Context: an optimization exercise on an open-source flow, tuned for small area, a short achievable clock period and few clock cycles per item. The choices shown serve that exercise and are no tape-out recipe.
Function was checked by simulation only, so behaviour that the tests miss may differ from the original.
Power figures rest on the tool's default switching activity, not on a simulated workload.

JK:
## edf_sched_top
module edf_sched_top
(
  input  logic        clk_i,
  input  logic        rst_ni,
  input  logic        req_valid_i,
  output logic        req_ready_o,
  input  logic        req_op_i,
  input  logic [2:0]  req_task_slot_i,
  input  logic [15:0] req_exec_time_i,
  input  logic [15:0] req_period_ticks_i,
  input  logic [15:0] req_rel_deadline_i,
  output logic        rsp_valid_o,
  input  logic        rsp_ready_i,
  output logic        rsp_cpu_busy_o,
  output logic [2:0]  rsp_running_slot_o,
  input  logic        cfg_we_i,
  input  logic [3:0]  cfg_wdata_i
);
  localparam int N = 8;
  function automatic logic slack_lt(input logic [16:0] a, input logic [16:0] b);
    logic [16:0] x, y;
    logic        lt, eq;
    x  = {~a[16], a[15:0]};
    y  = {~b[16], b[15:0]};
    lt = 1'b0;
    eq = 1'b1;
    for (int k = 16; k >= 0; k = k - 1) begin
      lt = lt | (eq & ~x[k] & y[k]);
      eq = eq & ~(x[k] ^ y[k]);
    end
    slack_lt = lt;
  endfunction
  function automatic logic [15:0] dec16(input logic [15:0] a);
    logic [15:0] y;
    y[0] = ~a[0];
    for (int k = 1; k < 16; k = k + 1) begin
      y[k] = a[k] ^ ~|(a & ((1 << k) - 1));
    end
    dec16 = y;
  endfunction
  function automatic logic [16:0] dec17(input logic [16:0] a);
    logic [16:0] y;
    y[0] = ~a[0];
    for (int k = 1; k < 17; k = k + 1) begin
      y[k] = a[k] ^ ~|(a & ((1 << k) - 1));
    end
    dec17 = y;
  endfunction
  function automatic logic [16:0] cdec17(input logic [16:0] a, input logic en);
    logic [16:0] y;
    y[0] = a[0] ^ en;
    for (int k = 1; k < 17; k = k + 1) begin
      y[k] = a[k] ^ (en & ~|(a & ((1 << k) - 1)));
    end
  ...
make LEC_CHECK=0 CAP_MARGIN=20 CORE_MARGIN=2 CORE_UTILIZATION=50 SETUP_SLACK_MARGIN=5 SLEW_MARGIN=20 TNS_END_PERCENT=100 finish   # period 10.0 ns
run.sh (not shown) runs the stock make flow with config.mk's settings and CLKGATE_MAP_FILE= SYNTH_SCRIPT=/design/flow/synth_recipe.tcl, a recipe that flattens the netlist after the stock synthesis.
Testbench counts of JK, summed over its fixed seeds: cycles 9,728, ticks 8,624.
### JK -> MS
==> flow/flow/run.sh (new file) <==
#!/bin/bash
# Standard ORFS layout, with timing repair aiming for 6.5 ns of setup slack.
set -euo pipefail
bash standard.sh SETUP_SLACK_MARGIN=6.5 finish > standard_flow.log 2>&1
==> flow/standard.sh (new file) <==
#!/bin/bash
# synth_recipe.tcl (not shown) runs the flow's synth.tcl, then flattens the netlist and writes it again
# the make line also repeats each setting of config.mk as NAME=value (left out here)
make -C /OpenROAD-flow-scripts/flow DESIGN_CONFIG=/design/flow/config.mk WORK_HOME=/design/flow/orfs CLKGATE_MAP_FILE= SYNTH_SCRIPT=/design/flow/synth_recipe.tcl "${@:-finish}"
-- flow/config.mk --
<<< JK, line 10
export CORE_UTILIZATION = 50
export SETUP_SLACK_MARGIN = 5
export SLEW_MARGIN = 20
>>> MS, line 10
export CORE_UTILIZATION = 50
export SLEW_MARGIN = 20
removed: flow/run.sh
### Flow results
The final layout from MS, which completed every stage, passed the timing, DRC and antenna checks at the end of the flow.
Proportion of power drawn by combinational gates in MS vs JK: up 5.3 points
[MS] clock power fell about 2% relative to JK
Global-route usage on MS is up relative to JK.
Internal power: MS vs JK up 8.8%
Post-layout minimum cycle time delta for MS relative to JK: 890 ps lower
Average instance area after synthesis: JK vs MS — no meaningful difference
The overall power in MS is 1.10 times that in JK.


edf_sched_top, a different RTL version from the one above (not shown whole).
Size: ~5300 cells after synthesis, roughly 810 flip-flops, roughly 67 I/O pins, about 44000 sq um of cells after synthesis.
## edf_sched_top
module edf_sched_top
(
  input  logic        clk_i,
  input  logic        rst_ni,
  input  logic        req_valid_i,
  output logic        req_ready_o,
  input  logic        req_op_i,
  input  logic [2:0]  req_task_slot_i,
  input  logic [15:0] req_exec_time_i,
  input  logic [15:0] req_period_ticks_i,
  input  logic [15:0] req_rel_deadline_i,
  output logic        rsp_valid_o,
  input  logic        rsp_ready_i,
  output logic        rsp_cpu_busy_o,
  output logic [2:0]  rsp_running_slot_o,
  input  logic        cfg_we_i,
  input  logic [3:0]  cfg_wdata_i
);
export LEC_CHECK = 0
export ABC_AREA = 1
export CAP_MARGIN = 20
export CORE_MARGIN = 2
export CORE_UTILIZATION = 50
export CTS_BUF_LIST = sky130_fd_sc_hd__clkbuf_16
export CTS_CLUSTER_DIAMETER = 100
export CTS_CLUSTER_SIZE = 20
export SLEW_MARGIN = 20
export TNS_END_PERCENT = 100
create_clock -name core_clock -period 10.0 [get_ports {clk_i}]
standard.sh (not shown) runs the stock make flow with config.mk's settings and CLKGATE_MAP_FILE= SYNTH_SCRIPT=/design/flow/synth_recipe.tcl, a recipe that flattens the netlist after the stock synthesis.
==> flow/flow/run.sh <==
#!/bin/bash
# Standard ORFS layout, with timing repair aiming for 7 ns of setup slack.
set -euo pipefail
bash standard.sh SETUP_SLACK_MARGIN=7 finish > standard_flow.log 2>&1
The baseline finished with timing, DRC and antenna clean.
Testbench counts at the start, summed over its fixed seeds: cycles 9,728, ticks 8,624.
Then changed:
==> flow/flow/run.sh (replaced) <==
#!/bin/bash
# Standard ORFS layout, with timing repair aiming for 6.5 ns of setup slack.
set -euo pipefail
bash standard.sh SETUP_SLACK_MARGIN=6.5 finish > standard_flow.log 2>&1
--- a/flow/config.mk
+++ b/flow/config.mk
@@ -6,5 +6,4 @@
 export NUM_CORES = 4
 export LEC_CHECK = 0
-export ABC_AREA = 1
 export CAP_MARGIN = 20
 export CORE_MARGIN = 2
After rerunning: Power is lower by about 2%. Combinational power fell by 6.1%. Worst setup slack is worse by 0.20 ns. Critical path depth shrinks by 4.
Then changed:
==> flow/flow/run.sh (replaced) <==
#!/bin/bash
# Standard ORFS layout, with timing repair aiming for 6.75 ns of setup slack.
set -euo pipefail
bash standard.sh SETUP_SLACK_MARGIN=6.75 finish > standard_flow.log 2>&1
--- a/flow/config.mk
+++ b/flow/config.mk
@@ -6,4 +6,5 @@
 export NUM_CORES = 4
 export LEC_CHECK = 0
+export ABC_AREA = 1
 export CAP_MARGIN = 20
 export CORE_MARGIN = 2
Effect:
- The new run completed with no timing, DRC or antenna violations
- hold slack gets better by 0.044 ns
- register-to-register slack gets better by 0.28 ns
- die area went up by 3.3%
- design area went up by 1.8%
Then changed:
==> flow/flow/run.sh (replaced) <==
#!/bin/bash
# Standard ORFS layout, with timing repair aiming for 7 ns of setup slack.
set -euo pipefail
bash standard.sh SETUP_SLACK_MARGIN=7 finish > standard_flow.log 2>&1
--- a/flow/config.mk
+++ b/flow/config.mk
@@ -6,5 +6,4 @@
 export NUM_CORES = 4
 export LEC_CHECK = 0
-export ABC_AREA = 1
 export CAP_MARGIN = 20
 export CORE_MARGIN = 2
What happened:
- The changed run finished with timing, DRC and antenna clean
- setup slack improved by 0.038 ns
- cell area rises by 6.8%
- routed wire length rises by about 4.5%
- synthesized area falls by about 3.2%
- sequential power rises by about 7%
- total power rises by 10%
- via count falls by 5.6%
Then changed:
==> flow/flow/run.sh (replaced) <==
#!/bin/bash
# Standard ORFS layout, with timing repair aiming for 6.75 ns of setup slack.
set -euo pipefail
bash standard.sh SETUP_SLACK_MARGIN=6.75 finish > standard_flow.log 2>&1
--- a/flow/config.mk
+++ b/flow/config.mk
@@ -6,5 +6,5 @@
 export NUM_CORES = 4
 export LEC_CHECK = 0
-export CAP_MARGIN = 20
+export CAP_MARGIN = 10
 export CORE_MARGIN = 2
 export CORE_UTILIZATION = 50
@@ -12,4 +12,4 @@
 export CTS_CLUSTER_DIAMETER = 100
 export CTS_CLUSTER_SIZE = 20
-export SLEW_MARGIN = 20
+export SLEW_MARGIN = 10
 export TNS_END_PERCENT = 100
Outcome: The changed run ran to the end with no violations. Critical path depth came out lower by 4. Utilization came out lower by 2.5 points. Synthesized area stays the same. Final cell count came out lower by 1.8%. Clock-buffer cell count does not change.


edf_sched_top again, from the RTL that the note above started with.
Settings: LEC_CHECK=0, CAP_MARGIN=20, CORE_MARGIN=2, CORE_UTILIZATION=60, CTS_BUF_LIST=sky130_fd_sc_hd__clkbuf_16, CTS_CLUSTER_DIAMETER=100, CTS_CLUSTER_SIZE=20, SLEW_MARGIN=20, TNS_END_PERCENT=100; clock period 10.0 ns.
==> flow/flow/run.sh <==
#!/bin/bash
# Standard ORFS layout, with timing repair aiming for 6.5 ns of setup slack.
set -euo pipefail
bash standard.sh SETUP_SLACK_MARGIN=6.5 finish > standard_flow.log 2>&1
The baseline passed the timing, DRC and antenna checks.
Testbench counts at the start, summed over its fixed seeds: cycles 9,728, ticks 8,624.
Rerun with:
==> flow/flow/run.sh (replaced) <==
#!/bin/bash
# Standard ORFS layout, with timing repair aiming for 6.75 ns of setup slack.
set -euo pipefail
bash standard.sh SETUP_SLACK_MARGIN=6.75 finish > standard_flow.log 2>&1
- CORE_UTILIZATION: 60 -> 50
Outcome: The changed run finished clean; power climbs by 3.1%; setup slack is better by 0.30 ns; cell area climbs by 3.9%; via count is about the same; global-route usage drops by 6.3 points; clock power is about the same; non-clock buffer count climbs by 66; worst hold slack is worse by 0.026 ns; synthesized cell count is unchanged; clock skew climbs by 0.018 ns.
Rerun with:
==> flow/flow/run.sh (replaced) <==
#!/bin/bash
# Standard ORFS layout, with timing repair aiming for 7 ns of setup slack.
set -euo pipefail
bash standard.sh SETUP_SLACK_MARGIN=7 finish > standard_flow.log 2>&1
- CTS_BUF_LIST: sky130_fd_sc_hd__clkbuf_16 -> default
- CTS_CLUSTER_DIAMETER: 100 -> default
- CTS_CLUSTER_SIZE: 20 -> default
After rerunning: The changed run completed without violations; setup slack improved by 0.053 ns; worst hold slack improved by 0.086 ns; core utilization is higher by 4.7 points; non-clock buffer count is higher by 139; area after synthesis is unchanged; sequential share of layout area is lower by 3.3 points; flip-flop and latch count stays the same; critical path depth is lower by 3; clock skew is lower by 0.027 ns.

## static timing again, ports no longer ideal
Ports are ideal in the flow. The routed layouts listed here were re-timed in OpenROAD.
Step 1: set_driving_cell puts a clkbuf_16 on clk_i and a buf_2 on each other input, an assumption about the parent block.
Step 2 times the ports against the registers' clock, not the clock port: input delays grow and output delays shrink by t, the midpoint of the rising clock arrivals with the driver on.
a / b / c = ideal ports / drivers / drivers and shift; a / b = the first two.
run	shift t [ns]	setup slack, ns	hold WS [ns]	worst setup path at the end	latest minus earliest clock arrival (ns)
JK	0.714	5.220 / 5.220 / 4.818	0.543 / 0.543 / 0.543	input to register	0.029 / 0.029
MS	0.712	6.112 / 6.112 / 5.951	0.550 / 0.550 / 0.550	input to register	0.041 / 0.041
the first run of note 2	0.696	6.672 / 6.687 / 5.991	0.456 / 0.456 / 0.456	input to register	0.040 / 0.040
the second run of note 2	0.708	6.469 / 6.469 / 5.920	0.446 / 0.446 / 0.446	input to register	0.026 / 0.026
the third run of note 2	0.694	6.632 / 6.655 / 5.961	0.490 / 0.490 / 0.490	input to register	0.039 / 0.038
the fourth run of note 2	0.725	6.670 / 6.665 / 6.117	0.534 / 0.534 / 0.534	input to register	0.037 / 0.038
the fifth run of note 2	0.711	6.562 / 6.562 / 6.110	0.432 / 0.432 / 0.432	input to register	0.034 / 0.034
the first run of note 3	0.725	6.342 / 6.342 / 5.827	0.462 / 0.462 / 0.462	input to register	0.042 / 0.042
the second run of note 3	0.712	6.646 / 6.646 / 6.120	0.436 / 0.436 / 0.436	input to register	0.058 / 0.059
the third run of note 3	0.723	6.699 / 6.667 / 6.081	0.522 / 0.522 / 0.522	input to register	0.032 / 0.032
After both steps setup and hold are still met in every run listed. For the first run of note 2, which loses most, drivers alone change the setup slack by +0.015 ns; drivers and shift together by -0.681 ns.
